From an optimization exercise on the open Yosys and OpenROAD flow, aimed at a short achievable clock period and few clock cycles; shortcuts taken in it are not production practice. Function was checked by simulation only, so behaviour that the tests miss may differ from the original. No driver is modelled on the clock port, so clocking that relies on it looks cheaper here than on a real chip. Power and IR drop assume default switching activity.

== v51 ==
// alu_issue
module alu_issue
#(
   parameter int NUM_REGS = 32
) (
   input  logic        clk,
   input  logic        rst,
   input  logic        in_valid,
   output logic        in_ready,
   input  logic [31:0] in_instr,
   output logic        alu_ce,
   output logic [2:0]  alu_op,
   output logic [31:0] alu_operand1,
   output logic [31:0] alu_operand2,
   input  logic [31:0] alu_result,
   output logic        retire,
   output logic        illegal,
   input  logic [4:0]  dbg_rd_addr,
   output logic [31:0] dbg_rd_data
);
   localparam logic [2:0] ALU_ADD = 3'd0;
   localparam logic [2:0] ALU_SUB = 3'd1;
   localparam logic [2:0] ALU_AND = 3'd2;
   localparam logic [2:0] ALU_OR  = 3'd3;
   localparam logic [2:0] ALU_XOR = 3'd4;
   localparam logic [2:0] ALU_LSL = 3'd5;
   localparam logic [2:0] ALU_LSR = 3'd6;
   localparam logic [6:0] OPC_OP     = 7'b0110011;
   localparam logic [6:0] OPC_OP_IMM = 7'b0010011;
   localparam logic [2:0] F3_ADD_SUB = 3'b000;
   localparam logic [2:0] F3_SLL     = 3'b001;
   localparam logic [2:0] F3_XOR     = 3'b100;
   localparam logic [2:0] F3_SRL_SRA = 3'b101;
   localparam logic [2:0] F3_OR      = 3'b110;
   localparam logic [2:0] F3_AND     = 3'b111;
   localparam logic [6:0] F7_BASE = 7'b0000000;
   localparam logic [6:0] F7_ALT  = 7'b0100000;
   logic [6:0]  opcode;
   logic [4:0]  rd_f;
   logic [2:0]  funct3;
   logic [4:0]  rs1_f;
   logic [4:0]  rs2_f;
   logic [6:0]  funct7;
   logic [31:0] imm_sext;
   logic        accept;
   logic        dec_legal;
   logic        dec_use_imm;
   logic        dec_shift;
   logic [2:0]  dec_op;
   logic [31:0] rs1_val;
   logic [31:0] rs2_val;
   assign opcode   = in_instr[6:0];
   assign rd_f     = in_instr[11:7];
   assign funct3   = in_instr[14:12];
   assign rs1_f    = in_instr[19:15];
   assign rs2_f    = in_instr[24:20];
   assign funct7   = in_instr[31:25];
   assign imm_sext = {{20{in_instr[31]}}, in_instr[31:20]};
   logic        ex_v;           
   logic [4:0]  ex_rd;
   logic        rs_v;           
   logic [4:0]  rs_rd;
  ...
Size in the first run: roughly 7600 cells after synthesis, about 1100 flip-flops.
clock: 5.0 ns
lec_check: 0
cap_margin: 20
core_margin: 2
core_utilization: 40
setup_slack_margin: 1.5
slew_margin: 20
standard.sh (not shown) runs the stock make flow with config.mk's settings and CLKGATE_MAP_FILE= SYNTH_SCRIPT=/design/flow/synth_recipe.tcl, a recipe that flattens the netlist after the stock synthesis.
==> flow/flow/run.sh <==
#!/bin/bash
# Standard layout, plus an extra sizing pass on the debug-read outputs after CTS
# (flow/post_cts.tcl). Make's output goes to standard.log; each ORFS step keeps its own
# log under orfs/logs/.
set -euo pipefail
here=$(pwd)
bash standard.sh POST_CTS_TCL="$here/flow/post_cts.tcl" finish > "$here/standard.log" 2>&1
==> flow/flow/post_cts.tcl <==
# Runs at the end of ORFS's CTS step (POST_CTS_TCL), with the design and its placement
# parasitics loaded. The 32 debug-read outputs are near-critical at once, so repair_timing,
# which works on the worst path, leaves their last gates at minimum size. Upsize each
# output's port buffer and the gate that drives it, then repair and legalize again.

proc post_cts_driver_of {pin} {
  set net [get_nets -of_objects $pin]
  foreach p [get_pins -of_objects $net -filter "direction==output"] {
    return [get_cells -of_objects $p]
  }
  return ""
}

proc post_cts_upsize {inst target} {
  set cur [get_property $inst ref_name]
  if {[regexp {^(sky130_fd_sc_hd__[a-z0-9]+)_([0-9]+)$} $cur -> base sz]} {
    set want ${base}_$target
    if {$want ne $cur && [llength [get_lib_cells -quiet */$want]] > 0} {
      replace_cell $inst $want
      return 1
    }
  }
  return 0
}

set n 0
foreach port [get_ports dbg_rd_data*] {
  set net [get_nets [get_name $port]]
  set ob [get_cells -of_objects [get_pins -of_objects $net -filter "direction==output"]]
  incr n [post_cts_upsize $ob 8]
  set t [post_cts_driver_of [get_pins -of_objects $ob -filter "direction==input"]]
  if {$t ne ""} { incr n [post_cts_upsize $t 4] }
}
puts "post_cts: upsized $n cells on the debug-read outputs"

estimate_parasitics -placement
report_worst_slack
repair_timing_helper
detailed_placement
check_placement -verbose
estimate_parasitics -placement
report_worst_slack
Testbench counts of v51, summed over its fixed seeds: cycles 24,032.
> inputs changed (v51 -> v46)
- CORE_UTILIZATION now 45, was 40
==> flow/run.sh (new file) <==
#!/bin/bash
# synth_recipe.tcl (not shown) runs the flow's synth.tcl, then flattens the netlist and writes it again
# the make line also repeats each setting of config.mk as NAME=value (left out here)
make -C /OpenROAD-flow-scripts/flow DESIGN_CONFIG=/design/flow/config.mk WORK_HOME=/design/flow/orfs CLKGATE_MAP_FILE= SYNTH_SCRIPT=/design/flow/synth_recipe.tcl finish
removed: flow/flow/run.sh
removed: flow/flow/post_cts.tcl
removed: flow/standard.sh
## What came out
Signed area change from the synthesized netlist to the final layout, v46 and v51: larger value in v51
Going from v51 to v46, the critical path buffer and inverter count was found to have gone down by 1.
Total routing usage reported by global routing sits higher in v46 than in v51.
Side by side, share of total power in combinational logic turned out lower in v46 than in v51.
Looking at cell area across v46 and v51, the one that comes out lower is v46.
Diff v51 -> v46: non-clock buffer count in the final layout has increased; worst-case setup margin in the final layout shrank by 0.052 ns; total power comparable.
Setup changes, v46 to v21
- a change of CORE_UTILIZATION from 45 to 40
- Of the two candidates, v46 has the worse final area and v21 the better one.
- On wire length of the first global-routing pass, v46 loses to v21.
- Combined global-route utilization of all metal layers was lower in v21 than in v46.
- Delta (v21 minus v46): net count after synthesis barely changed, total chip power fell by 0.50%, utilization after layout -6.4 points.
Setup changes, v21 to v56
- changing CORE_UTILIZATION from 40 to 35
## What came out
- Number of violations reported at the end of detailed-routing iteration 0: v56 > v21
- Taking v21 as the reference, in v56 part of the power in the clock network has decreased, post-detailed-placement cell area increased 1.1%, fraction of met2 tracks used by global routing dropped 8.3 points.

==> what the ideal ports hide <==
How much do the figures lean on ideal ports? The routed layouts below were timed once more, with nothing changed but the port constraints. Step 1: set_driving_cell puts a clkbuf_16 on clk and a buf_2 on each other input, an assumption about the parent block. Step 2 also shifts input and output timing later by t, the mid clock arrival at the registers, as if the neighbouring blocks saw the same clock. Three values: no drivers, after step 1, after step 2; two values: the first two.
run | t (ns) | slack for setup (ns) | hold slack, ns | slew at the worst register clock pin (ns)
v51 | 0.875 | 1.173 / 0.831 / 0.353 | 0.413 / 0.413 / 0.413 | 0.07 / 0.07
v46 | 0.903 | 1.121 / 0.684 / 0.286 | 0.413 / 0.413 / 0.413 | 0.07 / 0.07
v21 | 0.861 | 1.200 / 0.748 / 0.545 | 0.412 / 0.412 / 0.412 | 0.07 / 0.07
v56 | 0.869 | 0.876 / 0.791 / 0.606 | 0.411 / 0.411 / 0.411 | 0.07 / 0.07
After both steps every run listed still meets setup and hold. For v46, which loses most, drivers alone change the setup slack by -0.437 ns; drivers and shift together by -0.835 ns.
